Source: an optimization exercise on an open RTL-to-GDS flow (aim: small area, a short achievable clock period and few clock cycles per item). Production flows keep margins and buffers that such runs may drop.
At most, simulation tests tie the RTL to the original design; equivalence was not proved.
Function not checked in runs 4 and 5: the RTL went through the layout flow alone.

==> flow/design.v <==
`default_nettype none
package cwc_pkg;
  localparam int TIME_W    = 32;   
  localparam int REG_W     = 16;   
  localparam int WIN_W     = 32;   
  localparam int FRAC_W    = 16;
  localparam int QUO_W     = 17;   
  localparam int REP_W     = 19;   
  localparam int CHUNK_W   = 8;    
  localparam int CFG_IDX_W = 2;
  localparam logic [REG_W-1:0] RST_TIMEOUT_LIMIT = 16'd90;
  localparam logic [REG_W-1:0] RST_INIT_WINDOW   = 16'd13;
  localparam logic [REG_W-1:0] RST_INIT_THRESH   = 16'd1000;
  localparam logic [CFG_IDX_W-1:0] REG_TIMEOUT_LIMIT = 2'd0;
  localparam logic [CFG_IDX_W-1:0] REG_INIT_WINDOW   = 2'd1;
  localparam logic [CFG_IDX_W-1:0] REG_INIT_THRESH   = 2'd2;
  localparam logic [1:0] PH_IDLE  = 2'd0;   
  localparam logic [1:0] PH_START = 2'd1;   
  localparam logic [1:0] PH_DIV   = 2'd2;   
  localparam logic [1:0] PH_ADD   = 2'd3;   
endpackage
`default_nettype wire
`default_nettype none
import cwc_pkg::*;
module cwc_recip (
  input  wire logic              clk,
  input  wire logic              start,
  input  wire logic              start_next,
  input  wire logic              load,
  input  wire logic [WIN_W:0]    load_val,
  input  wire logic [WIN_W-1:0]  divisor,
  output logic                   done,
  output logic                   zero,
  output logic                   ge,       
  output logic      [WIN_W:0]    sum       
);
  localparam int M0 = FRAC_W / 2;    
  localparam int NP = WIN_W / 2;
  localparam int XW = WIN_W + 4;
  logic [WIN_W:0]   rem_r;     
  logic [QUO_W+1:0] q_r;       
  logic [NP-1:M0-1] above;     
  logic [NP-1:M0]   pair;      
  logic             low;
  logic [WIN_W:0]   oh;        
  logic [QUO_W+1:0] mark;      
  logic [XW-1:0]    x, a1, a3, w3, w3_r;
  logic [WIN_W+1:0] a2;
  logic             c1, c2, c3, last;
  logic [1:0]       dig;
  logic [WIN_W-1:0] rn;
  always_comb begin
    above[NP-1] = 1'b0;
    for (int m = NP - 2; m >= M0 - 1; m--)
      above[m] = above[m+1] | divisor[2*m+2] | divisor[2*m+3];
    for (int m = M0; m < NP; m++)
      pair[m] = (divisor[2*m] | divisor[2*m+1]) & !above[m];
    zero = !above[M0-1] && (divisor[FRAC_W-1:0] == '0);
    low  = !above[M0-1] && !zero;
    oh   = '0;
    for (int m = M0; m < NP; m++) begin
      oh[2*m+1] = oh[2*m+1] | (divisor[2*m+1] & !above[m]);
      oh[2*m-1] = oh[2*m-1] | (divisor[2*m] & !divisor[2*m+1] & !above[m]);
    end
    oh[2*M0-1]  = oh[2*M0-1] | low;
    oh[WIN_W-1] = oh[WIN_W-1] | zero;
    mark = '0;
    for (int j = 2*M0 - 1; j < WIN_W; j += 2) mark[j-(2*M0-1)] = oh[j];
    w3  = XW'(divisor) + XW'({divisor, 1'b0});
    x   = XW'({rem_r, 1'b0});
    a1  = (x | XW'(1)) + ~(XW'(divisor));
    a2  = {1'b0, rem_r} - {2'b00, divisor};
    a3  = x - w3_r;
    c1  = !a1[XW-1];
    c2  = !a2[WIN_W+1];
    c3  = !a3[XW-1];
    rn  = c3 ? a3[WIN_W-1:0] :
          c2 ? {a2[WIN_W-2:0], 1'b0} :
          c1 ? a1[WIN_W-1:0] : x[WIN_W-1:0];
    dig  = {c2, c3 | (c1 & !c2)};
    last = q_r[QUO_W-1];
  end
  always_ff @(posedge clk) begin
    w3_r <= (start || start_next) ? {1'b0, {(XW-1){1'b1}}} : w3;
    if (start) begin
      rem_r <= oh;
      q_r   <= zero ? {1'b1, {(QUO_W+1){1'b0}}} : mark;
    end else if (start_next) begin
      rem_r <= oh;
      q_r   <= mark;
    end else begin
      if (load)             rem_r <= load_val;
      else if (!q_r[QUO_W+1]) rem_r <= last ? ~((WIN_W+1)'({q_r[QUO_W-2:0], dig})) : {rn, 1'b0};
      if (!q_r[QUO_W+1]) q_r <= {q_r[QUO_W-1:0], dig};
    end
  end
  assign done = q_r[QUO_W+1];
  assign ge   = c2;
  assign sum  = ~a2[WIN_W:0];
endmodule
`default_nettype wire
`default_nettype none
import cwc_pkg::*;
module congestion_window_controller (
  input  wire logic                 clk,
  input  wire logic                 rst_n,
  input  wire logic                 in_tvalid,
  output logic                      in_tready,
  input  wire logic [63:0]          in_tdata,    
  output logic                      out_tvalid,
  input  wire logic                 out_tready,
  output logic      [15:0]          out_tdata,   
  output logic      [1:0]           out_tuser,   
  input  wire logic                 cfg_valid,
  output logic                      cfg_ready,
  input  wire logic [CFG_IDX_W-1:0] cfg_index,
  input  wire logic [REG_W-1:0]     cfg_data
);
  localparam logic [WIN_W-1:0] WIN_MAX = '1;
  localparam int NCHUNK = TIME_W / CHUNK_W;
  logic [WIN_W-1:0]  win_r;       
  logic [WIN_W-1:0]  thr_r;       
  logic [REG_W-1:0]  lim_r;       
  logic              avoid_r;     
  logic              sz_r;
  logic [REP_W-1:0]  rep_r;
  logic [1:0]        ph_r;
  logic [$clog2(NCHUNK)-1:0] ser_cnt_r;    
  logic [$clog2(NCHUNK)-1:0] ser_idx_r;    
  logic              ser_v_r;     
  logic [CHUNK_W-1:0] ser_rtt_r;
  logic              ser_done_r;  
  logic              ser_b1_r;    
  logic              ser_b2_r;    
  logic              cur_tout_r;  
  logic              out_v_r;
  logic              out_tout_r;
  logic              add_halve_r;  
  logic              add_go_r;     
  logic              rc_start, rc_next, rc_load, rc_done, rc_zero, rc_ge;
  logic [WIN_W:0]    rc_load_val;
  logic [WIN_W:0]    rc_sum;
  cwc_recip u_recip (
    .clk        (clk),
    .start      (rc_start),
    .start_next (rc_next),
    .load       (rc_load),
    .load_val   (rc_load_val),
    .divisor    (win_r),
    .done       (rc_done),
    .zero       (rc_zero),
    .ge         (rc_ge),
    .sum        (rc_sum)
  );
  logic [CHUNK_W-1:0] ser_a, ser_s, ser_l;
  logic [CHUNK_W+1:0] ser_r, ser_d;
  logic               tout;
  logic [REP_W-1:0]   rep_x, rep_sum;
  logic [REP_W:0]     rep_sum2;
  logic               rep_cin, rep_sat, rep_clear, halve, slow, win_gt_thr;
  logic [WIN_W-1:0]   win_sum_sat, win_other, win_d;
  logic               win_sel_sum;
  logic               eval, finish, fast, take, recip, to_add;
  always_comb begin
    ser_a    = in_tdata[TIME_W + CHUNK_W*ser_cnt_r +: CHUNK_W];
    ser_s    = in_tdata[CHUNK_W*ser_cnt_r +: CHUNK_W];
    ser_l    = (32'(ser_idx_r) < REG_W / CHUNK_W) ? lim_r[CHUNK_W*ser_idx_r[0] +: CHUNK_W] : '0;
    ser_r    = {1'b0, ser_a, 1'b0} - {1'b0, ser_s, ser_b1_r};
    ser_d    = {1'b0, ser_rtt_r, 1'b0} - {1'b0, ser_l, ser_b2_r};
    tout     = !ser_b2_r;
    eval     = (ph_r == PH_IDLE) && ser_done_r && !out_v_r;
    halve    = tout && sz_r;
    finish   = (ph_r == PH_DIV) && rc_done && !out_v_r;
    fast     = finish && ser_done_r && avoid_r && !halve;
    take     = eval || fast;
    win_gt_thr = !rc_ge;
    slow     = !tout && !avoid_r;
    recip    = avoid_r || (slow && win_gt_thr);
    to_add   = halve || (slow && !win_gt_thr);
    rc_start = (ph_r == PH_START);
    rc_next  = fast;
    rc_load  = (ph_r == PH_IDLE) || (ph_r == PH_ADD) || (finish && !fast);
    rc_load_val = (eval && to_add) ? ~((WIN_W+1)'(halve ? 2'd3 : 2'd2) << FRAC_W) :
                                     {1'b0, thr_r};
    win_sel_sum = finish || (ph_r == PH_ADD);
    win_sum_sat = rc_sum[WIN_W-1:0] |
                  {WIN_W{rc_sum[WIN_W] || (rc_zero && (ph_r == PH_DIV))}};
    if (cfg_valid && cfg_index == REG_INIT_WINDOW) win_other = WIN_W'(cfg_data) << FRAC_W;
    else if (eval && halve)                        win_other = win_r >> 1;
    else                                           win_other = win_r;
    win_d = win_sel_sum ? win_sum_sat : win_other;
    rep_sat   = !rep_r[REP_W-1] && rep_r[REP_W-2];
    if ((ph_r == PH_IDLE) && halve) begin
      rep_x   = ~(REP_W'(win_r[WIN_W-1:15]));
      rep_cin = ~|win_r[14:0];
    end else begin
      rep_x   = (sz_r && rep_sat) ? '0 : REP_W'(3);
      rep_cin = 1'b0;
    end
    rep_sum2  = {rep_r, 1'b1} + {rep_x, rep_cin};
    rep_sum   = rep_sum2[REP_W:1];
    rep_clear = !sz_r && !rep_r[REP_W-1];
  end
  assign in_tready = take;
  always_ff @(posedge clk) begin
    if (!rst_n) begin
      thr_r      <= WIN_W'(RST_INIT_THRESH) << FRAC_W;
      sz_r       <= 1'b1;
      rep_r      <= '0;
      lim_r      <= RST_TIMEOUT_LIMIT;
      avoid_r    <= 1'b0;
      ph_r       <= PH_IDLE;
      out_v_r    <= 1'b0;
      ser_cnt_r  <= '0;
      ser_v_r    <= 1'b0;
      ser_done_r <= 1'b0;
      ser_b1_r   <= 1'b0;
      ser_b2_r   <= 1'b0;
    end else begin
      if (take) begin
        ser_cnt_r  <= '0;
        ser_v_r    <= 1'b0;
        ser_done_r <= 1'b0;
        ser_b1_r   <= 1'b0;
        ser_b2_r   <= 1'b0;
      end else begin
        if (in_tvalid && !ser_done_r && !(ser_v_r && 32'(ser_idx_r) == NCHUNK - 1)) begin
          ser_cnt_r <= ser_cnt_r + 1'b1;
          ser_b1_r  <= ser_r[CHUNK_W+1];
          ser_v_r   <= 1'b1;
        end else begin
          ser_v_r   <= 1'b0;
        end
        if (ser_v_r) begin
          ser_b2_r   <= ser_d[CHUNK_W+1];
          ser_done_r <= (32'(ser_idx_r) == NCHUNK - 1);
        end
      end
      if (take && tout) begin
        if (halve) begin
          sz_r  <= (win_r == '0);
          rep_r <= rep_sum;
        end else if (rep_clear) begin
          sz_r  <= 1'b1;
          rep_r <= '0;
        end else begin
          rep_r <= rep_sum;
        end
      end else if (ph_r == PH_ADD && add_halve_r) begin
        rep_r <= rep_sum;
      end
      if (out_tready) out_v_r <= 1'b0;
      unique case (ph_r)
        PH_IDLE: begin
          if (eval) begin
            if (halve) begin
              avoid_r <= 1'b0;
              thr_r   <= win_r >> 1;
            end else if (slow && win_gt_thr) begin
              avoid_r <= 1'b1;
            end
            if (to_add)     ph_r <= PH_ADD;
            else if (recip) ph_r <= PH_START;
            else            out_v_r <= 1'b1;
          end
        end
        PH_ADD: begin
          if (add_go_r) ph_r <= PH_START;
          else begin
            ph_r    <= PH_IDLE;
            out_v_r <= 1'b1;
          end
        end
        PH_START: ph_r <= PH_DIV;
        PH_DIV: begin
          if (finish) begin
            out_v_r <= 1'b1;
            if (!fast) ph_r <= PH_IDLE;
          end
        end
        default: ph_r <= PH_IDLE;
      endcase
      if (cfg_valid) begin
        unique case (cfg_index)
          REG_TIMEOUT_LIMIT: lim_r <= cfg_data;
          REG_INIT_THRESH:   thr_r <= WIN_W'(cfg_data) << FRAC_W;
          default: ;
        endcase
      end
    end
  end
  always_ff @(posedge clk) begin
    if (!rst_n) win_r <= WIN_W'(RST_INIT_WINDOW) << FRAC_W;
    else        win_r <= win_d;
  end
  always_ff @(posedge clk) begin
    ser_rtt_r <= ser_r[CHUNK_W:1];
    ser_idx_r <= ser_cnt_r;
    if (take) cur_tout_r <= tout;
    if (eval && !to_add && !recip)             out_tout_r <= tout;
    else if (finish || (ph_r == PH_ADD && !add_go_r)) out_tout_r <= cur_tout_r;
    if (eval) begin
      add_halve_r <= halve;
      add_go_r    <= halve && avoid_r;
    end
  end
  assign cfg_ready  = 1'b1;
  assign out_tvalid = out_v_r;
  assign out_tdata  = win_r[WIN_W-1:FRAC_W];
  assign out_tuser  = {out_tout_r, avoid_r};
endmodule
`default_nettype wire
==> flow/run.sh <==
#!/bin/bash
# synth_recipe.tcl (not shown) runs the flow's synth.tcl, then flattens the netlist and writes it again
# the make line also repeats each setting of config.mk as NAME=value (left out here)
make -C /OpenROAD-flow-scripts/flow DESIGN_CONFIG=/design/flow/config.mk WORK_HOME=/design/flow/orfs CLKGATE_MAP_FILE= SYNTH_SCRIPT=/design/flow/synth_recipe.tcl finish
==> flow/config.mk <==
export PLATFORM = sky130hd
export DESIGN_NAME = congestion_window_controller
export DESIGN_NICKNAME = congestion_window_controller
export VERILOG_FILES = /design/flow/design.v
export SDC_FILE = /design/flow/constraint.sdc
export NUM_CORES = 4
export LEC_CHECK = 0
export CAP_MARGIN = 20
export CORE_MARGIN = 2
export CORE_UTILIZATION = 40
export SETUP_SLACK_MARGIN = 2.5
export SLEW_MARGIN = 20
==> flow/constraint.sdc <==
create_clock -name core_clock -period 6.0 [get_ports {clk}]
set_input_delay 1.2000 -clock core_clock [delete_from_list [all_inputs] [get_ports {clk}]]
set_output_delay 1.2000 -clock core_clock [all_outputs]
set_load 0.01 [all_outputs]
==> flow_summary.json, run 1 <==
{
  "cpPeakStageDelay_ps": 400,
  "dpl_cell_area_mm2": 0.0198,
  "yosys.area_share.xor_xnor_pct": 5.96,
  "use_met3_pct": 6.22,
  "cts_max_path_buffers": 3,
  "pin_count_of_the_biggest_net_entering_global_routing": 57,
  "timing.final.crit_period_ps": 3480,
  "dpl_worst_slack_ps": 1390,
  "report.final.slew_viol_count": 0,
  "crit_start": "win_r[19]",
  "setup_total_negative_slack_ps": 0,
  "distinct_cells_synth": 106,
  "postLayoutSetupSlackWorst_ps": 2520,
  "dominant_combinational_cell_family_by_area_after_synthesis": "compound AO/OA/AOI/OAI gates",
  "crit-reg2reg-capture": "u_recip.rem_r[31]",
  "number_of_remaining_drc_errors": 0,
  "drive_above_1_share_pct": 15.2,
  "area.growth.synth_to_final_pct": 20.0,
  "cts-hold-fix-buffers": 0,
  "worst-r2r-setup-slack_ps": 2520,
  "wirelength_per_cell_um": 23.4,
  "drt-vias-per-instance": 6.20,
  "synth-seq-area-share_pct": 24.5,
  "gr-usage-met1_pct": 38.9,
  "synth-edff-count": 30,
  "drtIter0Drc": 1746,
  "worst_r2r_startpoint": "win_r[19]",
  "die_h_um": 218,
  "largest_cells_by_area_after_synthesis": "sky130_fd_sc_hd__dfxtp_1 (20%), sky130_fd_sc_hd__ha_1 (13%), sky130_fd_sc_hd__a21oi_1 (5.7%)",
  "post_synth_mux_area_share_pct": 2.83,
  "drt_wl_total_mm": 70.8,
  "finalNonFillerCells": 3026,
  "grt.overflow.total": 0,
  "endpoint": "u_recip.rem_r[31]",
  "antenna_cells_inserted": 0,
  "post_synth_inst_count": 2297,
  "grt_setup_unrepaired": "true",
  "clock_latency_ps": 580,
  "startpoint_type": "flip-flop",
  "grt_util_met2_pct": 44.3,
  "syn-num-nets": 2581,
  "grt_antenna_before_repair": 0,
  "post_synth_and_or_nand_nor_area_fraction_pct": 18.0,
  "synthAdderAreaFrac_pct": 13.7,
  "final.setup_skew_ps": 31.5,
  "postLayoutCellArea_mm2": 0.0221,
  "final_min_period_over_clock_period_pct": 58.0,
  "synth_flop_cell": "sky130_fd_sc_hd__dfxtp_1",
  "synth.ff_latch_count": 210,
  "maxClockFrequency_ghz": 0.287,
  "critical_path.slowest_cell": "sky130_fd_sc_hd__dfxtp_4",
  "maxSlewHeadroom_pct": 26.4,
  "grt_first_pass_wirelength_mm": 106,
  "syn-mean-instance-area_um2": 8.00,
  "synth.top_cell.area_share_pct": 19.6,
  "path_cells": "clkinvlp_4 > ha_4 > and4_1 > nand3_1 > nor3_2 > and4bb_2 > a211oi_4 > buf_4 > buf_4 > o211ai_4 > buf_12 > nor3_2 > nor3_2 > o31ai_1 > a21oi_1",
  "nets": 2690,
  "asyncSetResetFlopFracSynth_pct": 0,
  "grt_util_overall_pct": 28.8,
  "critical_path.endpoint_type": "flip-flop",
  "die-width_um": 218,
  "port-buffer-count": 106,
  "place.detailed.instances": 2912,
  "synthDominantAreaCellType": "sky130_fd_sc_hd__dfxtp_1",
  "crit_type": "reg -> reg",
  "complex_gate_fraction_of_the_synthesized_area_pct": 29.0,
  "run_status": "no timing/DRC/antenna violations",
  "design.die.area_mm2": 0.0477,
  "antenna_viol_nets_final": 0,
  "synth.yosys.warnings": 2,
  "cts_htree_levels": 1,
  "starting_density_of_the_core_pct": 40.5,
  "numCtsBuffers": 26,
  "critical_path.most_common_cell": "sky130_fd_sc_hd__nor3_2",
  "boundaryPins": 108,
  "finalHoldViolCount": 0,
  "placeableCoreArea_mm2": 0.0454,
  "drt_pass_1_iters": 6,
  "vias_in_the_first_global_route": 18000,
  "num_vias": 18800,
  "root_buffer": "sky130_fd_sc_hd__clkbuf_16",
  "clk_pin_slew_worst_paths_ps": 60,
  "setup_viol_count_final": 0,
  "critPathMaxFanout": 12,
  "arrival_ps": 3900,
  "critPathRequiredTime_ps": 6420,
  "reg2regPathDepth": 15,
  "synth.cell_area_mm2": 0.0184,
  "clock_tree_from_tritoncts": "built",
  "clock_sink_count": 210,
  "grt_busiest_layer": "met2",
  "place.gp.congestion": 0.955,
  "rows": 78,
  "holdCritPathClass": "reg -> reg",
  "post-dp-hpwl_mm": 53.3,
  "worst_pin_slew_ps": 1090,
  "count_of_max_cap_constraint_violations": 0,
  "final_core_util_pct": 48.6
}
logic make-up (layout without fill, tap and decap cells):
logic type | after synthesis | after routing
DFF | 210 | 210
and+or+nand+nor | 706 | 706
adders and majority gates | 197 | 197
AOI/OAI and AO/OA | 784 | 787
other | 1 | 1
muxes | 32 | 32
buffers and inverters | 242 | 368
xor gates and xnor gates | 125 | 125
routing by layer:
layer	share of wire [%]	vias up
met5	0	-
met4	4.6	0
met3	11	190
met2	43	1016
met1	42	8916
li1	-	8636
stage by stage:
stage                     hold slack [ps]
after floorplan                       329
after global placement                449
after detailed placement              455
after CTS                             465
after global routing                  480
final                                 462
state kept, by name, indices dropped and copies added (netlist names), 8 cells and up:
signal and cells:
lim_r 16, u_recip.q_r 18, u_recip.rem_r 33, rep_r 19
thr_r 32, win_r 32, ser_rtt_r 8, u_recip.w3_r 35
cell usage after synthesis (11+ instances only):
library cell and instances:
sky130_fd_sc_hd__o31ai_1 16, sky130_fd_sc_hd__a221oi_2 11, sky130_fd_sc_hd__o21a_1 26, sky130_fd_sc_hd__or3_1 15, sky130_fd_sc_hd__nor3_1 48, sky130_fd_sc_hd__a31oi_1 29, sky130_fd_sc_hd__and3_1 17, sky130_fd_sc_hd__or2_2 15
sky130_fd_sc_hd__xnor2_1 79, sky130_fd_sc_hd__o21bai_1 16, sky130_fd_sc_hd__a22oi_1 16, sky130_fd_sc_hd__dfxtp_1 180, sky130_fd_sc_hd__nand4_1 16, sky130_fd_sc_hd__o211ai_1 39, sky130_fd_sc_hd__o22ai_1 20, sky130_fd_sc_hd__mux4_2 16
sky130_fd_sc_hd__nor2_1 144, sky130_fd_sc_hd__clkbuf_1 64, sky130_fd_sc_hd__nand2_1 271, sky130_fd_sc_hd__and2_1 22, sky130_fd_sc_hd__ha_1 191, sky130_fd_sc_hd__a211oi_1 21, sky130_fd_sc_hd__nand3_1 58, sky130_fd_sc_hd__buf_4 21
sky130_fd_sc_hd__nand2b_1 32, sky130_fd_sc_hd__a21oi_1 211, sky130_fd_sc_hd__nor2b_1 29, sky130_fd_sc_hd__mux2i_1 16, sky130_fd_sc_hd__a21boi_0 17, sky130_fd_sc_hd__inv_1 129, sky130_fd_sc_hd__o21ai_0 145, sky130_fd_sc_hd__edfxtp_1 30
sky130_fd_sc_hd__xor2_1 46, sky130_fd_sc_hd__a21o_1 75
worst max-delay path, delay by kind of cell (launching register included):
family,cells,cell delay [ps]
AND/OR/NAND/NOR,6,1280
AO/OA/AOI/OAI,4,570
flip-flops,1,400
adder cells (fa/ha/maj),1,350
buffers and inverters,4,720
cell type report:
| class | instances | area, µm² |
|---|---|---|
| Tap cell | 600 | 751 |
| Timing Repair Buffer | 191 | 1770 |
| Inverter | 129 | 513 |
| Clock inverter | 10 | 136 |
| Clock buffer | 38 | 788 |
| Fill cell | 4397 | 23300 |
| Multi-Input combinational cell | 1848 | 13500 |
| Sequential cell | 210 | 4560 |
how the worst min path moves through the flow:
stage	from	endpoint	slack [ps]	depth (start not counted)
4_1_cts	lim_r[2]	lim_r[2]	460	2
6_report	lim_r[2]	lim_r[2]	460	2
2_1_floorplan	ser_cnt_r[0]	ser_idx_r[0]	330	0
5_1_grt	thr_r[8]	thr_r[8]	480	2
3_5_place_dp	lim_r[1]	lim_r[1]	450	2
3_3_place_gp	lim_r[1]	lim_r[1]	450	2
timing repair:
| item | 4_1_cts | 5_1_grt |
|---|---|---|
| setup endpoints to repair | 127 | 78 |
| buffers inserted | 26 | 36 |
| pin swaps | 17 | 36 |
| resized for setup | 86 | 126 |
| gates cloned | 2 | 2 |
cells in the final DEF, fill, tap and decap left out, drive strengths merged, types with 24 or more instances in the layout:
cell | Yosys | layout
nand3 | 58 | 58
nor2 | 144 | 144
dfxtp | 180 | 180
a211oi | 25 | 26
buf | 39 | 85
ha | 191 | 191
a31oi | 30 | 30
a21o | 78 | 78
xor2 | 46 | 46
a21oi | 214 | 214
clkdlybuf4s50 | 0 | 104
o211ai | 41 | 41
nor2b | 29 | 29
inv | 129 | 125
edfxtp | 30 | 30
nand2b | 32 | 32
clkbuf | 73 | 39
and2 | 24 | 24
nor3 | 49 | 49
o21ai | 152 | 152
o21a | 27 | 27
nand2 | 272 | 272
xnor2 | 79 | 79
Testbench counts, summed over its fixed seeds: cycles 76,194, items 9,378.
==> inputs of run 2 (changes only) <==
--- a/flow/design.v
+++ b/flow/design.v
@@ -41,7 +41,7 @@
   logic [QUO_W+1:0] q_r;       
   logic [NP-1:M0-1] above;     
   logic [NP-1:M0]   pair;      
-  logic             low;
+  logic             low, big;
   logic [WIN_W:0]   oh;        
   logic [QUO_W+1:0] mark;      
   logic [XW-1:0]    x, a1, a3, w3, w3_r;
@@ -59,8 +59,9 @@
     low  = !above[M0-1] && !zero;
     oh   = '0;
     for (int m = M0; m < NP; m++) begin
-      oh[2*m+1] = oh[2*m+1] | (divisor[2*m+1] & !above[m]);
-      oh[2*m-1] = oh[2*m-1] | (divisor[2*m] & !divisor[2*m+1] & !above[m]);
+      big       = divisor[2*m-1] | (divisor[2*m-2] & divisor[2*m-3]);
+      oh[2*m+1] = oh[2*m+1] | ((divisor[2*m+1] | (divisor[2*m] & big)) & !above[m]);
+      oh[2*m-1] = oh[2*m-1] | (divisor[2*m] & !divisor[2*m+1] & !big & !above[m]);
     end
     oh[2*M0-1]  = oh[2*M0-1] | low;
     oh[WIN_W-1] = oh[WIN_W-1] | zero;
==> run 2 against run 1 <==
Against the previous run:
- synthesized cell count grew 2.1%
- global-route usage rose by 0.82 points
- sequential cell count is the same
- critical path depth unchanged
- routed wire length increased by 3.8%
- critical path type unchanged
- critical endpoint is now win_r[15]
- highest routed layer unchanged
==> flow_summary.json, run 2 <==
{
  "syn-mean-instance-area_um2": 7.77,
  "clock_sink_count": 210,
  "finalHoldViolCount": 0,
  "drtIter0Drc": 1656,
  "cts_htree_levels": 1,
  "largest_register_ffs": 35,
  "drive_above_1_share_pct": 20.2,
  "critPathRequiredTime_ps": 6410,
  "worst_pin_slew_ps": 1070,
  "nets": 2804,
  "rows": 78,
  "cts_max_path_buffers": 3,
  "largest_cells_by_area_after_synthesis": "sky130_fd_sc_hd__dfxtp_1 (20%), sky130_fd_sc_hd__ha_1 (13%), sky130_fd_sc_hd__a21oi_1 (6.4%)",
  "maxSlewHeadroom_pct": 28.4,
  "design.die.area_mm2": 0.0473,
  "post-dp-hpwl_mm": 53.9,
  "synth.ff_latch_count": 210,
  "syn-num-nets": 2630,
  "clock_latency_ps": 560,
  "drt-vias-per-instance": 6.07,
  "antenna_viol_nets_final": 0,
  "cts-hold-fix-buffers": 0,
  "synth-edff-count": 30,
  "grt_antenna_before_repair": 2,
  "asyncSetResetFlopFracSynth_pct": 0,
  "post_synth_inst_count": 2346,
  "count_of_max_cap_constraint_violations": 0,
  "run_status": "no timing/DRC/antenna violations",
  "num_vias": 19100,
  "registers.top_by_ff_count": "u_recip.w3_r",
  "placeableCoreArea_mm2": 0.0452,
  "place.detailed.instances": 2955,
  "mostFrequentLayoutCell": "sky130_fd_sc_hd__nand2_1",
  "commonest_non_fill_non_tap_cells_in_the_layout": "sky130_fd_sc_hd__nand2_1 (260), sky130_fd_sc_hd__a21oi_1 (217), sky130_fd_sc_hd__nor2_1 (186)",
  "synth.top_cell.area_share_pct": 19.8,
  "die_h_um": 217,
  "port-buffer-count": 106,
  "crit_type": "reg -> reg",
  "setup_viol_count_final": 0,
  "setup_total_negative_slack_ps": 0,
  "synth.yosys.warnings": 2,
  "place.gp.congestion": 0.975,
  "yosysMostFrequentCell": "sky130_fd_sc_hd__nand2_1",
  "grt_first_pass_wirelength_mm": 107,
  "holdCritPathClass": "reg -> reg",
  "finalNonFillerCells": 3142,
  "synth-seq-area-share_pct": 24.7,
  "final_min_period_over_clock_period_pct": 59.0,
  "numCtsBuffers": 26,
  "synth.cell_area_mm2": 0.0182,
  "clock_tree_from_tritoncts": "built",
  "synthTopCellsByCount": "sky130_fd_sc_hd__nand2_1 (267), sky130_fd_sc_hd__a21oi_1 (232), sky130_fd_sc_hd__nor2_1 (199)",
  "drt_wl_total_mm": 73.6,
  "report.final.slew_viol_count": 0,
  "critical_path.endpoint_type": "flip-flop",
  "timing.final.crit_period_ps": 3540,
  "area.growth.synth_to_final_pct": 27.1,
  "die-width_um": 217,
  "reg_top3": "u_recip.w3_r x35, u_recip.rem_r x33",
  "synthDominantAreaCellType": "sky130_fd_sc_hd__dfxtp_1",
  "clk_pin_slew_worst_paths_ps": 60,
  "drt_pass_1_iters": 6,
  "boundaryPins": 108,
  "critPathMaxFanout": 16,
  "pin_count_of_the_biggest_net_entering_global_routing": 60,
  "wirelength_per_cell_um": 23.4,
  "starting_density_of_the_core_pct": 40.3,
  "vias_in_the_first_global_route": 18000,
  "distinct_cells_synth": 94,
  "number_of_remaining_drc_errors": 0,
  "startpoint_type": "flip-flop",
  "grt_util_overall_pct": 29.6,
  "maxClockFrequency_ghz": 0.282,
  "root_buffer": "sky130_fd_sc_hd__clkbuf_16",
  "arrival_ps": 3950,
  "grt_setup_unrepaired": "true",
  "grt.overflow.total": 0,
  "final.setup_skew_ps": 23.3,
  "synth_flop_cell": "sky130_fd_sc_hd__dfxtp_1"
}
==> run 2: changes by cell type after synthesis, moves of 12 or more <==
| cell | delta |
|---|---|
| sky130_fd_sc_hd__a31oi_1 | +19 |
| sky130_fd_sc_hd__a21oi_1 | +21 |
| sky130_fd_sc_hd__nor2_1 | +55 |
| sky130_fd_sc_hd__a21o_1 | -12 |
| sky130_fd_sc_hd__o21ai_0 | +25 |
| sky130_fd_sc_hd__nand2b_1 | -12 |
| sky130_fd_sc_hd__nand3_1 | -12 |
==> run 2: cell type report <==
| cell class | count | area, µm² |
|---|---|---|
| antenna | 4 | 10.0 |
| clock buffer | 31 | 712 |
| clock inverter | 15 | 140 |
| fill | 4322 | 22000 |
| inverter | 138 | 592 |
| multi-input combinational | 1880 | 13900 |
| sequential | 210 | 4620 |
| tap | 600 | 751 |
| timing repair buffer | 264 | 2440 |
==> run 2: critical path: stages, from the launching register on <==
cell and delay [ps]:
sky130_fd_sc_hd__dfxtp_4 370, sky130_fd_sc_hd__inv_4 70, sky130_fd_sc_hd__ha_4 140, sky130_fd_sc_hd__inv_2 40, sky130_fd_sc_hd__fa_2 390, sky130_fd_sc_hd__a211oi_4 270
sky130_fd_sc_hd__o21ai_2 100, sky130_fd_sc_hd__and3_4 190, sky130_fd_sc_hd__a221o_1 420, sky130_fd_sc_hd__a31oi_4 240, sky130_fd_sc_hd__a31oi_2 140, sky130_fd_sc_hd__a21oi_2 210
sky130_fd_sc_hd__mux2i_1 90, sky130_fd_sc_hd__and3b_4 400, sky130_fd_sc_hd__buf_6 220, sky130_fd_sc_hd__a21oi_1 100
==> run 2: final timing paths <==
| check | start | end | slack (ps) | cells past startpoint |
|---|---|---|---|---|
| max | u_recip.rem_r[0] | win_r[15] | 2460 | 15 |
| min | lim_r[10] | lim_r[10] | 460 | 2 |
| max reg2reg | u_recip.rem_r[0] | win_r[15] | 2460 | 15 |
| min reg2reg | lim_r[10] | lim_r[10] | 460 | 2 |
==> run 2: through the flow <==
| step | hold slack [ps] | cell area (µm²) | worst slack [ps] | util (%) |
|---|---|---|---|---|
| floorplan | 329 | 18200 | 2480 | - |
| global placement | 441 | 19700 | 1040 | 43.5 |
| detailed placement | 449 | 19700 | 1040 | 43.5 |
| CTS | 458 | 22000 | 2440 | 48.7 |
| global route | 477 | 23200 | 2310 | 51.3 |
| finish | 457 | 23200 | 2460 | 51.3 |
==> run 2: cell families (layout without fill, tap and decap cells) <==
logic type	after synthesis	count (layout)	synth area share [%]
multiplexers	36	36	3.08
adder cells (fa/ha/maj)	197	197	13.8
XOR/XNOR	120	120	5.77
AO/OA/AOI/OAI	805	807	28.7
flip-flops	210	210	24.7
AND/OR/NAND/NOR	717	719	17.9
buffers and inverters	260	448	6.07
other	1	5	0.0206
==> run 2: repair_timing <==
item,4_1_cts,5_1_grt
gates resized for setup,241,163
endpoints found under the setup margin,101,80
gates cloned,4,3
pin swaps,48,94
buffers inserted,68,62
==> run 2: layer usage <==
layer  GRT usage (%)  vias up  share of wire (%)
li1                -     8866                  -
met1            39.5     9136                 42
met2            46.6      909                 44
met3            6.99      161                9.6
met4            10.8        0                3.8
met5               0        -                  0
Testbench counts of run 2, summed over its fixed seeds: cycles 75,373, items 9,378.
==> inputs of run 3 (changes only) <==
--- a/flow/config.mk
+++ b/flow/config.mk
@@ -8,5 +8,5 @@
 export CAP_MARGIN = 20
 export CORE_MARGIN = 2
 export CORE_UTILIZATION = 40
-export SETUP_SLACK_MARGIN = 2.5
+export SETUP_SLACK_MARGIN = 3.0
 export SLEW_MARGIN = 20
==> run 3 against run 2 <==
Against the previous run:
- die area unchanged
- clock skew is 3.1 ps higher
- synthesized area did not move
- critical path type unchanged
- critical endpoint is now win_r[3]
==> flow_summary.json, run 3 <==
{
  "drt_wl_total_mm": 75.5,
  "largest_cells_by_area_after_synthesis": "sky130_fd_sc_hd__dfxtp_1 (20%), sky130_fd_sc_hd__ha_1 (13%), sky130_fd_sc_hd__a21oi_1 (6.4%)",
  "synth-seq-area-share_pct": 24.7,
  "numCtsBuffers": 26,
  "synth_flop_cell": "sky130_fd_sc_hd__dfxtp_1",
  "drt_pass_1_iters": 5,
  "count_of_max_cap_constraint_violations": 0,
  "grt_util_overall_pct": 30.2,
  "path_buf_inv": 4,
  "starting_density_of_the_core_pct": 40.3,
  "placeableCoreArea_mm2": 0.0452,
  "vias_in_the_first_global_route": 18300,
  "min_delay_path_depth": 2,
  "design.die.area_mm2": 0.0473,
  "dpl_worst_slack_ps": 1630,
  "critical_path.slowest_cell": "sky130_fd_sc_hd__a221o_2",
  "clock_tree_from_tritoncts": "built",
  "wirelength_per_cell_um": 23.7,
  "synthTopCellsByCount": "sky130_fd_sc_hd__nand2_1 (267), sky130_fd_sc_hd__a21oi_1 (232), sky130_fd_sc_hd__nor2_1 (199)",
  "number_of_remaining_drc_errors": 0,
  "maxSlewHeadroom_pct": 31.4,
  "distinct_cells_synth": 94,
  "final.setup_skew_ps": 26.4,
  "nets": 2856,
  "maxClockFrequency_ghz": 0.274,
  "num_vias": 19500,
  "place.gp.congestion": 1.01,
  "rows": 78,
  "asyncSetResetFlopFracSynth_pct": 0,
  "syn-num-nets": 2630,
  "setup_total_negative_slack_ps": 0,
  "crit-reg2reg-capture": "win_r[3]",
  "critPathMaxFanout": 8,
  "holdCritPathClass": "reg -> reg",
  "post_synth_inst_count": 2346,
  "die_h_um": 217,
  "path_cells": "inv_4 > ha_4 > inv_2 > fa_2 > a211oi_4 > o21ai_2 > and3_4 > a221o_2 > a31oi_4 > a31oi_4 > a21oi_2 > mux2i_2 > and3b_2 > buf_12 > clkbuf_16 > a21oi_2",
  "drive_above_1_share_pct": 25.6,
  "commonest_non_fill_non_tap_cells_in_the_layout": "sky130_fd_sc_hd__nand2_1 (255), sky130_fd_sc_hd__a21oi_1 (189), sky130_fd_sc_hd__nor2_1 (185)",
  "worst-r2r-setup-slack_ps": 2340,
  "grt.overflow.total": 0,
  "area.growth.synth_to_final_pct": 33.2,
  "drtIter0Drc": 1939,
  "clk_pin_slew_worst_paths_ps": 70,
  "critical_path.endpoint_type": "flip-flop",
  "cts_htree_levels": 1,
  "synth.yosys.warnings": 2,
  "finalNonFillerCells": 3191,
  "cts-hold-fix-buffers": 0,
  "cpPeakStageDelay_ps": 450,
  "clock_latency_ps": 560,
  "registers.top_by_ff_count": "u_recip.w3_r",
  "grt_setup_unrepaired": "true",
  "final_min_period_over_clock_period_pct": 60.9,
  "postLayoutSetupSlackWorst_ps": 2340,
  "synthDominantAreaCellType": "sky130_fd_sc_hd__dfxtp_1",
  "report.final.slew_viol_count": 0,
  "place.detailed.instances": 2950,
  "largest_register_ffs": 35,
  "run_status": "no timing/DRC/antenna violations",
  "cts_max_path_buffers": 3,
  "yosysMostFrequentCell": "sky130_fd_sc_hd__nand2_1",
  "min_to": "lim_r[13]",
  "port-buffer-count": 106,
  "min-delay-start": "lim_r[13]",
  "reg_top3": "u_recip.w3_r x35, u_recip.rem_r x33",
  "root_buffer": "sky130_fd_sc_hd__clkbuf_16",
  "met2_wirelength_mm": 33.6,
  "synth.ff_latch_count": 210,
  "post-dp-hpwl_mm": 54.0,
  "worst_r2r_startpoint": "u_recip.rem_r[0]",
  "antenna_cells_inserted": 0,
  "route.met3.wl_mm": 7.17,
  "grt_antenna_before_repair": 3,
  "crit_type": "reg -> reg",
  "syn-mean-instance-area_um2": 7.77,
  "pin_count_of_the_biggest_net_entering_global_routing": 59,
  "drt-vias-per-instance": 6.11,
  "critPathRequiredTime_ps": 6480,
  "highest_layer": "met4",
  "reg2regPathDepth": 16,
  "timing.final.crit_period_ps": 3660,
  "detail_route.wirelength.met1_mm": 31.4,
  "synth-edff-count": 30,
  "finalHoldViolCount": 0,
  "mostFrequentLayoutCell": "sky130_fd_sc_hd__nand2_1",
  "antenna_viol_nets_final": 0,
  "setup_viol_count_final": 0,
  "clock_sink_count": 210,
  "grt_first_pass_wirelength_mm": 110,
  "boundaryPins": 108,
  "synth.top_cell.area_share_pct": 19.8,
  "startpoint_type": "flip-flop",
  "worst_pin_slew_ps": 1020,
  "synth.cell_area_mm2": 0.0182,
  "die-width_um": 217,
  "arrival_ps": 4140,
  "cp_top_family": "compound AO/OA/AOI/OAI gates"
}
[run 3: logic make-up after synthesis]
kind of cell	after synthesis	share of synthesized area [%]
buffers and inverters	260	6.07
other	1	0.0206
and+or+nand+nor	717	17.9
adders and majority gates	197	13.8
muxes	36	3.08
xor gates and xnor gates	120	5.77
DFF	210	24.7
AOI/OAI and AO/OA	805	28.7
[run 3: worst register-to-register path: cells and delay by family (launching register included)]
family	cells	cell delay [ps]
flops	1	360
compound gates	7	1470
mux	1	310
fa+ha+maj	2	480
buf+inv	4	420
simple gates	2	520
[run 3: metrics by stage]
stage | util [%] | instance area, µm² | hold WS, ps
after global routing | 53.7 | 24300 | 483
after detailed placement | 43.9 | 19800 | 449
after CTS | 51.0 | 23100 | 457
after floorplan | - | 18400 | 329
after global placement | 43.9 | 19800 | 443
final | 53.7 | 24300 | 454
[run 3: what timing repair did]
action                                 in CTS  in global routing
gates resized for setup                   388                172
endpoints found under the hold margin       0                  0
setup endpoints to repair                 104                 96
gates cloned                               10                  4
buffers inserted                          118                 62
pin swaps                                 141                123
[run 3: worst max path at each step]
stage	to	slack, ps	depth (start not counted)	startpoint
3_5_place_dp	u_recip.rem_r[24]	1630	12	win_r[16]
4_1_cts	win_r[18]	2350	16	u_recip.rem_r[0]
3_3_place_gp	u_recip.rem_r[27]	1650	12	win_r[16]
6_report	win_r[3]	2340	16	u_recip.rem_r[0]
5_1_grt	win_r[21]	2230	16	u_recip.rem_r[0]
2_1_floorplan	win_r[16]	2720	17	u_recip.rem_r[0]
[run 3: cell type report]
type	instances	area, µm²
clock buffer	36	719
sequential	210	4640
tap	600	751
inverter	138	589
multi-input combinational	1885	14600
fill	4161	20900
clock inverter	11	58.8
timing repair buffer	311	2900
[run 3: metal layers]
metal	GRT usage [%]	vias to the layer above
met1	40.6	9326
met5	0	-
met4	10.5	0
met2	48.2	1002
li1	-	8977
met3	6.00	181
==> inputs of run 4 (changes only) <==
--- a/flow/design.v
+++ b/flow/design.v
@@ -36,7 +36,7 @@
 );
   localparam int M0 = FRAC_W / 2;    
   localparam int NP = WIN_W / 2;
-  localparam int XW = WIN_W + 4;
+  localparam int XW = WIN_W + 3;
   logic [WIN_W:0]   rem_r;     
   logic [QUO_W+1:0] q_r;       
   logic [NP-1:M0-1] above;     
==> flow/flow/run.sh (new file) <==
#!/bin/bash
# The standard layout (the standard.sh, unchanged synthesis and steps), with the ports
# buffered by a plain buffer (sky130_fd_sc_hd__buf_2) instead of the delay cell buffer_ports
# picks by itself. Every tool's output goes to standard.log here; ORFS's own step logs are under
# orfs/logs/.
set -euo pipefail
export BUFFER_PORTS_ARGS="-buffer_cell sky130_fd_sc_hd__buf_2"
bash standard.sh > standard.log 2>&1
==> flow/standard.sh (new file) <==
#!/bin/bash
# synth_recipe.tcl (not shown) runs the flow's synth.tcl, then flattens the netlist and writes it again
# the make line also repeats each setting of config.mk as NAME=value (left out here)
make -C /OpenROAD-flow-scripts/flow DESIGN_CONFIG=/design/flow/config.mk WORK_HOME=/design/flow/orfs CLKGATE_MAP_FILE= SYNTH_SCRIPT=/design/flow/synth_recipe.tcl "${@:-finish}"
--- a/flow/config.mk
+++ b/flow/config.mk
@@ -8,5 +8,5 @@
 export CAP_MARGIN = 20
 export CORE_MARGIN = 2
 export CORE_UTILIZATION = 40
-export SETUP_SLACK_MARGIN = 3.0
+export SETUP_SLACK_MARGIN = 2.75
 export SLEW_MARGIN = 20
removed: flow/run.sh
==> run 4 against run 3 <==
Against the previous run:
- cell area decreased by 4.6%
- setup slack got worse by 0.79 ps
- via count down 4.0%
- sequential cell count fell by 1
- synthesized area decreased by 0.36%
- still clean
- worst hold slack improved by 4.6 ps
- sequential share of layout area increased by 0.87 points
- fmax about the same
- register-to-register slack about the same
- routed wire length fell by 7.2%
==> flow_summary.json, run 4 <==
{
  "setup_viol_count_final": 0,
  "num_vias": 18700,
  "postLayoutSetupSlackWorst_ps": 2340,
  "worst_pin_slew_ps": 1220,
  "fill_cells": 4263,
  "critPathRequiredTime_ps": 6270,
  "critical_path.endpoint_type": "flip-flop",
  "timing.final.crit_period_ps": 3660,
  "finalNonFillerCells": 3106,
  "post-dp-hpwl_mm": 50.4,
  "synthAdderAreaFrac_pct": 13.8,
  "final.setup_skew_ps": 12.9,
  "grt_util_overall_pct": 28.8,
  "vias_in_the_first_global_route": 17900,
  "maxClockFrequency_ghz": 0.274,
  "clock_latency_ps": 570,
  "syn-mean-instance-area_um2": 7.87,
  "final_core_util_pct": 51.4,
  "place.gp.congestion": 1.01,
  "place.detailed.instances": 2917,
  "yosys.area_share.xor_xnor_pct": 6.12,
  "boundaryPins": 108,
  "synth.ff_latch_count": 209,
  "post_synth_inst_count": 2308,
  "critical_path.slowest_cell": "sky130_fd_sc_hd__a2111oi_4",
  "cts_max_path_buffers": 3,
  "design.die.area_mm2": 0.0471,
  "port-buffer-count": 106,
  "starting_density_of_the_core_pct": 40.3,
  "count_of_max_cap_constraint_violations": 0,
  "multi_input_comb_area_mm2": 0.0143,
  "maxSlewHeadroom_pct": 18.4,
  "nets": 2769,
  "min_delay_path_depth": 2,
  "grt_first_pass_wirelength_mm": 105,
  "cts_htree_levels": 1,
  "run_status": "no timing/DRC/antenna violations",
  "drt-vias-per-instance": 6.02,
  "clock_sink_count": 209,
  "wirelength_per_cell_um": 22.6,
  "clock_tree_from_tritoncts": "built",
  "numCtsBuffers": 26,
  "dominant_combinational_cell_family_by_area_after_synthesis": "compound AO/OA/AOI/OAI gates",
  "reg_top3": "u_recip.w3_r x34, u_recip.rem_r x33",
  "synth-edff-count": 30,
  "asyncSetResetFlopFracSynth_pct": 0,
  "synth_flop_cell": "sky130_fd_sc_hd__dfxtp_1",
  "synthDominantAreaCellType": "sky130_fd_sc_hd__dfxtp_1",
  "finalHoldViolCount": 0,
  "synthTopCellsByCount": "sky130_fd_sc_hd__nand2_1 (266), sky130_fd_sc_hd__a21oi_1 (219), sky130_fd_sc_hd__ha_1 (191)",
  "arrival_ps": 3930,
  "report.final.slew_viol_count": 0,
  "finalHoldWorstSlack_ps": 459,
  "setup_total_negative_slack_ps": 0,
  "commonest_non_fill_non_tap_cells_in_the_layout": "sky130_fd_sc_hd__nand2_1 (253), sky130_fd_sc_hd__a21oi_1 (186), sky130_fd_sc_hd__nor2_1 (149)",
  "synth.yosys.warnings": 2,
  "mostFrequentLayoutCell": "sky130_fd_sc_hd__nand2_1",
  "area.growth.synth_to_final_pct": 27.5,
  "rows": 78,
  "synth.cell_area_mm2": 0.0182,
  "grt_antenna_before_repair": 2,
  "sequential_cell_area_mm2": 0.00463,
  "largest_register_ffs": 34,
  "complex_gate_fraction_of_the_synthesized_area_pct": 28.2,
  "distinct_cells_synth": 88,
  "cts-hold-fix-buffers": 0,
  "antenna_viol_nets_final": 0,
  "registers.top_by_ff_count": "u_recip.w3_r",
  "post_synth_and_or_nand_nor_area_fraction_pct": 17.7,
  "critPathMaxFanout": 3,
  "synth-seq-area-share_pct": 24.7,
  "path_cells": "clkinvlp_4 > ha_4 > a21o_1 > a21o_1 > a2111oi_4 > inv_1 > a311o_1 > o21ai_4 > buf_6 > o21ai_4 > mux2i_2 > a211oi_2 > o31ai_1 > o221ai_1",
  "cpPeakStageDelay_ps": 430,
  "final_min_period_over_clock_period_pct": 60.9,
  "number_of_remaining_drc_errors": 0,
  "drt_wl_total_mm": 70.1,
  "drt_pass_1_iters": 7,
  "drive_above_1_share_pct": 27.4,
  "drtIter0Drc": 1806,
  "placeableCoreArea_mm2": 0.0451,
  "grt_setup_unrepaired": "true",
  "crit_type": "reg -> reg",
  "holdCritPathClass": "reg -> reg",
  "largest_cells_by_area_after_synthesis": "sky130_fd_sc_hd__dfxtp_1 (20%), sky130_fd_sc_hd__ha_1 (13%), sky130_fd_sc_hd__a21oi_1 (6.0%)",
  "grt.overflow.total": 0,
  "startpoint_type": "flip-flop",
  "post_synth_mux_area_share_pct": 3.38,
  "yosysMostFrequentCell": "sky130_fd_sc_hd__nand2_1",
  "synth.top_cell.area_share_pct": 19.7,
  "reg2regPathDepth": 14,
  "clk_pin_slew_worst_paths_ps": 60,
  "postLayoutCellArea_mm2": 0.0232,
  "dpl_cell_area_mm2": 0.0192,
  "syn-num-nets": 2592,
  "root_buffer": "sky130_fd_sc_hd__clkbuf_16",
  "die-width_um": 217,
  "pin_count_of_the_biggest_net_entering_global_routing": 59,
  "dpl_worst_slack_ps": 1440,
  "die_h_um": 217
}
run 4: changes by cell type in the layout (fill, tap and decap cells not counted), moves of 14 or more:
cell | previous run | this run
sky130_fd_sc_hd__a31oi_1 | 41 | 24
sky130_fd_sc_hd__buf_2 | 6 | 106
sky130_fd_sc_hd__buf_4 | 164 | 118
sky130_fd_sc_hd__clkdlybuf4s50_1 | 80 | 0
sky130_fd_sc_hd__nand4_1 | 26 | 12
sky130_fd_sc_hd__nor2_1 | 185 | 149
sky130_fd_sc_hd__nor2b_1 | 15 | 32
sky130_fd_sc_hd__o21ai_0 | 126 | 112
run 4: final timing paths:
check / startpoint / endpoint / slack [ps]
worst max-delay path: win_r[27] / u_recip.rem_r[17] / 2340
worst min-delay path: thr_r[13] / thr_r[13] / 460
worst max register to register: win_r[27] / u_recip.rem_r[17] / 2340
worst min register to register: thr_r[13] / thr_r[13] / 460
run 4: worst max-delay path: cells and delay by family, from the launching register on:
kind	cells	cell delay, ps
compound gates	9	2020
mux	1	290
fa+ha+maj	1	270
buf+inv	3	410
flops	1	360
run 4: cell type report:
class,count,area share [%]
Antenna cell,2,0.0216
Inverter,136,2.51
Clock buffer,34,3.16
Timing Repair Buffer,268,8.92
Sequential cell,209,20.0
Multi-Input combinational cell,1844,61.7
Tap cell,600,3.24
Clock inverter,13,0.470
run 4: kinds of logic after synthesis:
kind of cell    Yosys count
fa+ha+maj               197
mux                      41
simple gates            701
xor+xnor                127
compound gates          775
buf+inv                 257
flops                   209
other cells               1
run 4: routing by layer:
| layer | GRT usage (%) | vias to the layer above | share of wire [%] | routed length, µm |
|---|---|---|---|---|
| met4 | 10.5 | 2 | 4.3 | 2990 |
| met5 | 0 | - | 0.019 | 13 |
| met3 | 6.14 | 170 | 9.9 | 6940 |
| met2 | 45.9 | 910 | 44 | 31000 |
| li1 | - | 8710 | - | - |
| met1 | 38.4 | 8912 | 42 | 29200 |
run 4: what timing repair did:
item	CTS	global route
setup buffers	89	43
endpoints found under the setup margin	112	96
pin swaps	105	105
resized for setup	299	169
cloned	5	3
==> inputs of run 5 (changes only) <==
--- a/flow/config.mk
+++ b/flow/config.mk
@@ -8,5 +8,5 @@
 export CAP_MARGIN = 20
 export CORE_MARGIN = 2
 export CORE_UTILIZATION = 40
-export SETUP_SLACK_MARGIN = 2.75
+export SETUP_SLACK_MARGIN = 2.5
 export SLEW_MARGIN = 20
==> run 5 against run 4 <==
Against the previous run:
- still clean
- sequential cell count unchanged
- synthesized cell count unchanged
- utilization decreased by 0.82 points
- non-clock buffer count decreased by 1
- critical endpoint is now u_recip.rem_r[15]
==> flow_summary.json, run 5 <==
{
  "commonest_non_fill_non_tap_cells_in_the_layout": "sky130_fd_sc_hd__nand2_1 (255), sky130_fd_sc_hd__a21oi_1 (195), sky130_fd_sc_hd__ha_1 (151)",
  "boundaryPins": 108,
  "synth.ff_latch_count": 209,
  "largest_cells_by_area_after_synthesis": "sky130_fd_sc_hd__dfxtp_1 (20%), sky130_fd_sc_hd__ha_1 (13%), sky130_fd_sc_hd__a21oi_1 (6.0%)",
  "design.die.area_mm2": 0.0471,
  "count_of_max_cap_constraint_violations": 0,
  "finalHoldViolCount": 0,
  "report.final.slew_viol_count": 0,
  "num_vias": 18800,
  "cts_max_path_buffers": 3,
  "die_h_um": 217,
  "grt_setup_unrepaired": "true",
  "grt_antenna_before_repair": 2,
  "synth-seq-area-share_pct": 24.7,
  "synth.yosys.warnings": 2,
  "clock_tree_from_tritoncts": "built",
  "synth-edff-count": 30,
  "syn-mean-instance-area_um2": 7.87,
  "postLayoutCellArea_mm2": 0.0228,
  "port-buffer-count": 106,
  "post-dp-hpwl_mm": 52.2,
  "clock_sink_count": 209,
  "placeableCoreArea_mm2": 0.0451,
  "dpl_cell_area_mm2": 0.0191,
  "drt_wl_total_mm": 71.3,
  "antenna_cells_inserted": 0,
  "critical_path.slowest_cell": "sky130_fd_sc_hd__edfxtp_1",
  "maxSlewHeadroom_pct": 12.2,
  "synthDominantAreaCellType": "sky130_fd_sc_hd__dfxtp_1",
  "drt_pass_1_iters": 5,
  "worst_pin_slew_ps": 1310,
  "die-width_um": 217,
  "setup_viol_count_final": 0,
  "final.setup_skew_ps": 21.2,
  "grt_busiest_layer": "met2",
  "path_cells": "ha_2 > a21o_1 > a21o_1 > a2111oi_4 > buf_4 > inv_2 > a311o_1 > o21ai_4 > o21ai_4 > buf_12 > mux2i_4 > a2111oi_4 > o41ai_2 > o21ai_2",
  "wirelength_per_cell_um": 23.0,
  "root_buffer": "sky130_fd_sc_hd__clkbuf_16",
  "yosysMostFrequentCell": "sky130_fd_sc_hd__nand2_1",
  "final_min_period_over_clock_period_pct": 60.9,
  "reg_top3": "u_recip.w3_r x34, u_recip.rem_r x33",
  "timing.final.crit_period_ps": 3650,
  "registers.top_by_ff_count": "u_recip.w3_r",
  "cpPeakStageDelay_ps": 500,
  "critical_path.endpoint_type": "flip-flop",
  "startpoint_type": "flip-flop",
  "critPathRequiredTime_ps": 6390,
  "maxClockFrequency_ghz": 0.274,
  "numCtsBuffers": 26,
  "critPathMaxFanout": 5,
  "number_of_remaining_drc_errors": 0,
  "drtIter0Drc": 1797,
  "drt-vias-per-instance": 6.06,
  "place.gp.congestion": 0.978,
  "drive_above_1_share_pct": 25.9,
  "pin_count_of_the_biggest_net_entering_global_routing": 79,
  "clock_latency_ps": 560,
  "antenna_viol_nets_final": 0,
  "largest_register_ffs": 34,
  "starting_density_of_the_core_pct": 40.3,
  "synth.cell_area_mm2": 0.0182,
  "cts-hold-fix-buffers": 0,
  "fill_cells": 4239,
  "clk_pin_slew_worst_paths_ps": 70,
  "synth_flop_cell": "sky130_fd_sc_hd__dfxtp_1",
  "synth.top_cell.area_share_pct": 19.7,
  "setup_total_negative_slack_ps": 0,
  "cts_htree_levels": 1,
  "distinct_cells_synth": 88,
  "grt_util_overall_pct": 28.8,
  "rows": 78,
  "grt.overflow.total": 0,
  "use_met3_pct": 3.90,
  "post_synth_inst_count": 2308,
  "grt_first_pass_wirelength_mm": 104,
  "asyncSetResetFlopFracSynth_pct": 0,
  "run_status": "no timing/DRC/antenna violations",
  "vias_in_the_first_global_route": 17500,
  "crit_type": "reg -> reg",
  "area.growth.synth_to_final_pct": 25.5,
  "cp_top_family": "compound AO/OA/AOI/OAI gates",
  "synthTopCellsByCount": "sky130_fd_sc_hd__nand2_1 (266), sky130_fd_sc_hd__a21oi_1 (219), sky130_fd_sc_hd__ha_1 (191)",
  "path_buf_inv": 3,
  "nets": 2766,
  "syn-num-nets": 2592,
  "arrival_ps": 4040,
  "gr-usage-met1_pct": 40.0,
  "grt_util_met2_pct": 45.4,
  "mostFrequentLayoutCell": "sky130_fd_sc_hd__nand2_1",
  "holdCritPathClass": "reg -> reg"
}
## run 5: cell counts after synthesis
Identical to the previous run, type by type.
## run 5: layout make-up
| cell class | instances | area (µm²) | area share (%) |
|---|---|---|---|
| clock inverters | 13 | 136 | 0.598 |
| inverters | 136 | 564 | 2.48 |
| clock buffers | 34 | 722 | 3.17 |
| flip-flops and latches | 209 | 4620 | 20.3 |
| multi-input cells | 1842 | 14000 | 61.4 |
| well taps | 600 | 751 | 3.29 |
| repair buffers | 267 | 1990 | 8.73 |
## run 5: path summary, 6_finish.rpt
kind	from	end	slack [ps]	cells after the start
max	u_recip.rem_r[25]	u_recip.rem_r[15]	2350	14
min	thr_r[15]	thr_r[15]	450	2
max reg2reg	u_recip.rem_r[25]	u_recip.rem_r[15]	2350	14
min reg2reg	thr_r[15]	thr_r[15]	450	2
## run 5: per-stage QoR
stage / utilization (%) / instances / worst slack (ps) / hold WS (ps)
after floorplan: - / 2308 / 2510 / 329
after global routing: 50.5 / 3101 / 2310 / 482
after global placement: 42.3 / 2916 / 543 / 443
after detailed placement: 42.3 / 2916 / 848 / 444
after CTS: 47.8 / 3048 / 2390 / 453
final: 50.5 / 3101 / 2350 / 454
## run 5: logic make-up after synthesis
kind of cell | synth area share, %
compound gates | 28.2
simple gates | 17.7
buf+inv | 6.03
flops | 24.7
fa+ha+maj | 13.8
xor+xnor | 6.12
mux | 3.38
other cells | 0.0206
## run 5: worst register-to-register path: stages (launching register included)
cell                        delay, ps
sky130_fd_sc_hd__edfxtp_1         500
sky130_fd_sc_hd__ha_2             240
sky130_fd_sc_hd__a21o_1           170
sky130_fd_sc_hd__a21o_1           200
sky130_fd_sc_hd__a2111oi_4        330
sky130_fd_sc_hd__buf_4            190
sky130_fd_sc_hd__inv_2             40
sky130_fd_sc_hd__a311o_1          350
sky130_fd_sc_hd__o21ai_4          230
sky130_fd_sc_hd__o21ai_4           90
sky130_fd_sc_hd__buf_12           190
sky130_fd_sc_hd__mux2i_4          200
sky130_fd_sc_hd__a2111oi_4        410
sky130_fd_sc_hd__o41ai_2          110
sky130_fd_sc_hd__o21ai_2          220
## run 5: routing by layer
metal	vias to the layer above	wire length (µm)	share of wire (%)
li1	8694	-	-
met1	8932	30800	43
met2	987	31300	44
met3	168	6230	8.7
met4	0	2930	4.1
met5	-	0	0
## run 5: what timing repair did
item | 4_1_cts | 5_1_grt
pin swaps | 58 | 102
setup buffers | 82 | 52
gates resized for setup | 224 | 193
gates cloned | 3 | 1
endpoints found under the setup margin | 93 | 83
==> inputs of run 6 (changes only) <==
--- a/flow/design.v
+++ b/flow/design.v
@@ -36,7 +36,7 @@
 );
   localparam int M0 = FRAC_W / 2;    
   localparam int NP = WIN_W / 2;
-  localparam int XW = WIN_W + 3;
+  localparam int XW = WIN_W + 4;
   logic [WIN_W:0]   rem_r;     
   logic [QUO_W+1:0] q_r;       
   logic [NP-1:M0-1] above;     
==> run 6 against run 5 <==
Against the previous run:
- clock skew up 1.7 ps
- non-clock buffer count shrank 20
- first-iteration DRC count shrank 4.7%
- synthesized area up 0.37%
- routed wire length down 1.7%
- critical path depth is the same
- still clean on timing, DRC and antenna
- utilization decreased by 0.77 points
==> flow_summary.json, run 6 <==
{
  "numCtsBuffers": 26,
  "setup_viol_count_final": 0,
  "run_status": "no timing/DRC/antenna violations",
  "postLayoutCellArea_mm2": 0.0225,
  "pin_count_of_the_biggest_net_entering_global_routing": 61,
  "vias_in_the_first_global_route": 17500,
  "worst_r2r_startpoint": "u_recip.rem_r[0]",
  "mostFrequentLayoutCell": "sky130_fd_sc_hd__nand2_1",
  "starting_density_of_the_core_pct": 40.3,
  "synthTopCellsByCount": "sky130_fd_sc_hd__nand2_1 (267), sky130_fd_sc_hd__a21oi_1 (232), sky130_fd_sc_hd__nor2_1 (199)",
  "maxSlewHeadroom_pct": 22.8,
  "arrival_ps": 3940,
  "clk_pin_slew_worst_paths_ps": 70,
  "syn-mean-instance-area_um2": 7.77,
  "grt_antenna_before_repair": 0,
  "path_cells": "buf_6 > ha_4 > nor2b_4 > o31a_1 > o31a_4 > a2111oi_4 > o21ai_4 > a31oi_4 > buf_4 > buf_6 > a21oi_2 > o21ai_2 > o21ai_1 > a211oi_2",
  "clock_latency_ps": 560,
  "commonest_non_fill_non_tap_cells_in_the_layout": "sky130_fd_sc_hd__nand2_1 (260), sky130_fd_sc_hd__a21oi_1 (193), sky130_fd_sc_hd__nor2_1 (190)",
  "critical_path.most_common_cell": "sky130_fd_sc_hd__buf_6",
  "clock_sink_count": 210,
  "final.setup_skew_ps": 22.9,
  "antenna_cells_inserted": 0,
  "critPathRequiredTime_ps": 6380,
  "distinct_cells_synth": 94,
  "asyncSetResetFlopFracSynth_pct": 0,
  "yosysMostFrequentCell": "sky130_fd_sc_hd__nand2_1",
  "count_of_max_cap_constraint_violations": 0,
  "synth.yosys.warnings": 2,
  "worst_pin_slew_ps": 1130,
  "wirelength_per_cell_um": 22.4,
  "cpPeakStageDelay_ps": 490,
  "drt-vias-per-instance": 6.10,
  "grt_first_pass_wirelength_mm": 102,
  "final_min_period_over_clock_period_pct": 59.4,
  "drt_wl_total_mm": 70.0,
  "synth.cell_area_mm2": 0.0182,
  "drtIter0Drc": 1713,
  "crit_type": "reg -> reg",
  "post-dp-hpwl_mm": 51.4,
  "port-buffer-count": 106,
  "number_of_remaining_drc_errors": 0,
  "registers.top_by_ff_count": "u_recip.w3_r",
  "grt_setup_unrepaired": "true",
  "die_h_um": 217,
  "grt_util_overall_pct": 27.9,
  "syn-num-nets": 2630,
  "drive_above_1_share_pct": 23.8,
  "nets": 2789,
  "synth-edff-count": 30,
  "maxClockFrequency_ghz": 0.280,
  "boundaryPins": 108,
  "cts_max_path_buffers": 3,
  "synth.ff_latch_count": 210,
  "grt.overflow.total": 0,
  "clock_tree_from_tritoncts": "built",
  "root_buffer": "sky130_fd_sc_hd__clkbuf_16",
  "synthDominantAreaCellType": "sky130_fd_sc_hd__dfxtp_1",
  "dpl_cell_area_mm2": 0.0191,
  "cts_htree_levels": 1,
  "drt_pass_1_iters": 5,
  "critical_path.slowest_cell": "sky130_fd_sc_hd__a2111oi_4",
  "largest_cells_by_area_after_synthesis": "sky130_fd_sc_hd__dfxtp_1 (20%), sky130_fd_sc_hd__ha_1 (13%), sky130_fd_sc_hd__a21oi_1 (6.4%)",
  "largest_register_ffs": 35,
  "place.gp.congestion": 1.01,
  "crit_start": "u_recip.rem_r[0]",
  "finalHoldViolCount": 0,
  "timing.final.crit_period_ps": 3570,
  "placeableCoreArea_mm2": 0.0452,
  "design.die.area_mm2": 0.0473,
  "setup_total_negative_slack_ps": 0,
  "holdCritPathClass": "reg -> reg",
  "rows": 78,
  "area.growth.synth_to_final_pct": 23.4,
  "min-delay-start": "lim_r[8]",
  "critical_path.endpoint_type": "flip-flop",
  "num_vias": 19000,
  "startpoint_type": "flip-flop",
  "synth.top_cell.area_share_pct": 19.8,
  "reg_top3": "u_recip.w3_r x35, u_recip.rem_r x33",
  "die-width_um": 217,
  "final_core_util_pct": 49.8,
  "synth-seq-area-share_pct": 24.7,
  "antenna_viol_nets_final": 0,
  "post_synth_inst_count": 2346,
  "critPathMaxFanout": 7,
  "synth_flop_cell": "sky130_fd_sc_hd__dfxtp_1",
  "report.final.slew_viol_count": 0
}
run 6: cell count changes after synthesis, sizes merged, moves of 9 or more:
cell / previous run / this run
nor2: 157 / 199
a31oi: 30 / 50
a21oi: 220 / 236
nor2b: 38 / 22
nand4: 12 / 26
nor3: 55 / 43
o21a: 26 / 37
a21o: 73 / 63
nand2b: 29 / 20
o31ai: 17 / 8
run 6: worst paths after layout:
check / endpoint / depth (start not counted) / slack (ps)
worst max register to register: u_recip.rem_r[25] / 14 / 2430
worst min register to register: lim_r[8] / 2 / 460
worst max-delay path: u_recip.rem_r[25] / 14 / 2430
worst min-delay path: lim_r[8] / 2 / 460
run 6: area by class of cell:
type	instances	area, µm²
Timing Repair Buffer	247	1810
Clock inverter	6	56.3
Tap cell	600	751
Clock buffer	41	820
Sequential cell	210	4640
Fill cell	4286	22700
Multi-Input combinational cell	1882	13800
Inverter	138	597
run 6: worst max-delay path: cells and delay by family (launching register included):
kind,cells,cell delay [ps]
flip-flops,1,360
buffers and inverters,3,400
adder cells (fa/ha/maj),1,210
AO/OA/AOI/OAI,9,2280
AND/OR/NAND/NOR,1,130
run 6: cell families after synthesis:
logic type / synth area share [%]
AND/OR/NAND/NOR: 17.9
other: 0.0206
flip-flops: 24.7
adder cells (fa/ha/maj): 13.8
multiplexers: 3.08
AO/OA/AOI/OAI: 28.7
buffers and inverters: 6.07
XOR/XNOR: 5.77
run 6: timing repair:
action | CTS | global route
gates cloned | 5 | 4
buffers inserted | 63 | 54
resized for setup | 209 | 176
hold buffers | 0 | 0
pin swaps | 48 | 101
endpoints found under the setup margin | 92 | 83
run 6: per-layer routing:
layer / part of all wire (%) / wire length (µm) / GRT usage, % / up-vias
li1: - / - / - / 8855
met1: 42 / 29500 / 38.0 / 9112
met2: 45 / 31400 / 44.4 / 931
met3: 9.4 / 6570 / 4.76 / 143
met4: 3.8 / 2630 / 9.77 / 0
met5: 0 / 0 / 0 / -
run 6: per-stage QoR:
step / setup WS, ps / instances / hold slack [ps]
after floorplan: 2480 / 2346 / 329
after global placement: 1400 / 2951 / 442
after detailed placement: 1460 / 2951 / 447
after CTS: 2460 / 3066 / 455
after global routing: 2260 / 3124 / 467
final: 2430 / 3124 / 458
Testbench counts of run 6, summed over its fixed seeds: cycles 75,373, items 9,378.

==> afterwards: timing with drivers on the ports <==
How much do the figures lean on ideal ports? The routed layouts below were timed once more, with nothing changed but the port constraints.
Step 1: set_driving_cell puts a clkbuf_16 on clk and a buf_2 on each other input, an assumption about the parent block.
Step 2 times the ports against the registers' clock, not the clock port: input delays grow and output delays shrink by t, the midpoint of the rising clock arrivals with the driver on.
Three values: ideal, step 1, step 2; two values: the first two.
| run | shift t [ns] | setup WS [ns] | worst setup path after step 2 | slew at the worst register clock pin (ns) | cell pins on the clock port's net |
|---|---|---|---|---|---|
| run 1 | 0.625 | 2.518 / 2.518 / 2.040 | input to register | 0.07 / 0.07 | 1 |
| run 2 | 0.603 | 2.460 / 2.460 / 2.128 | input to register | 0.07 / 0.07 | 1 |
| run 3 | 0.601 | 2.345 / 2.345 / 2.345 | register to register | 0.07 / 0.07 | 1 |
| run 4 | 0.616 | 2.344 / 2.344 / 2.344 | register to register | 0.06 / 0.06 | 1 |
| run 5 | 0.612 | 2.348 / 2.348 / 2.199 | input to register | 0.07 / 0.07 | 1 |
| run 6 | 0.603 | 2.435 / 2.435 / 2.201 | input to register | 0.07 / 0.07 | 1 |
After both steps every run listed still meets setup and hold. The setup slack of run 1, which loses most, moves by 0.000 ns with the drivers and by -0.478 ns with both steps.
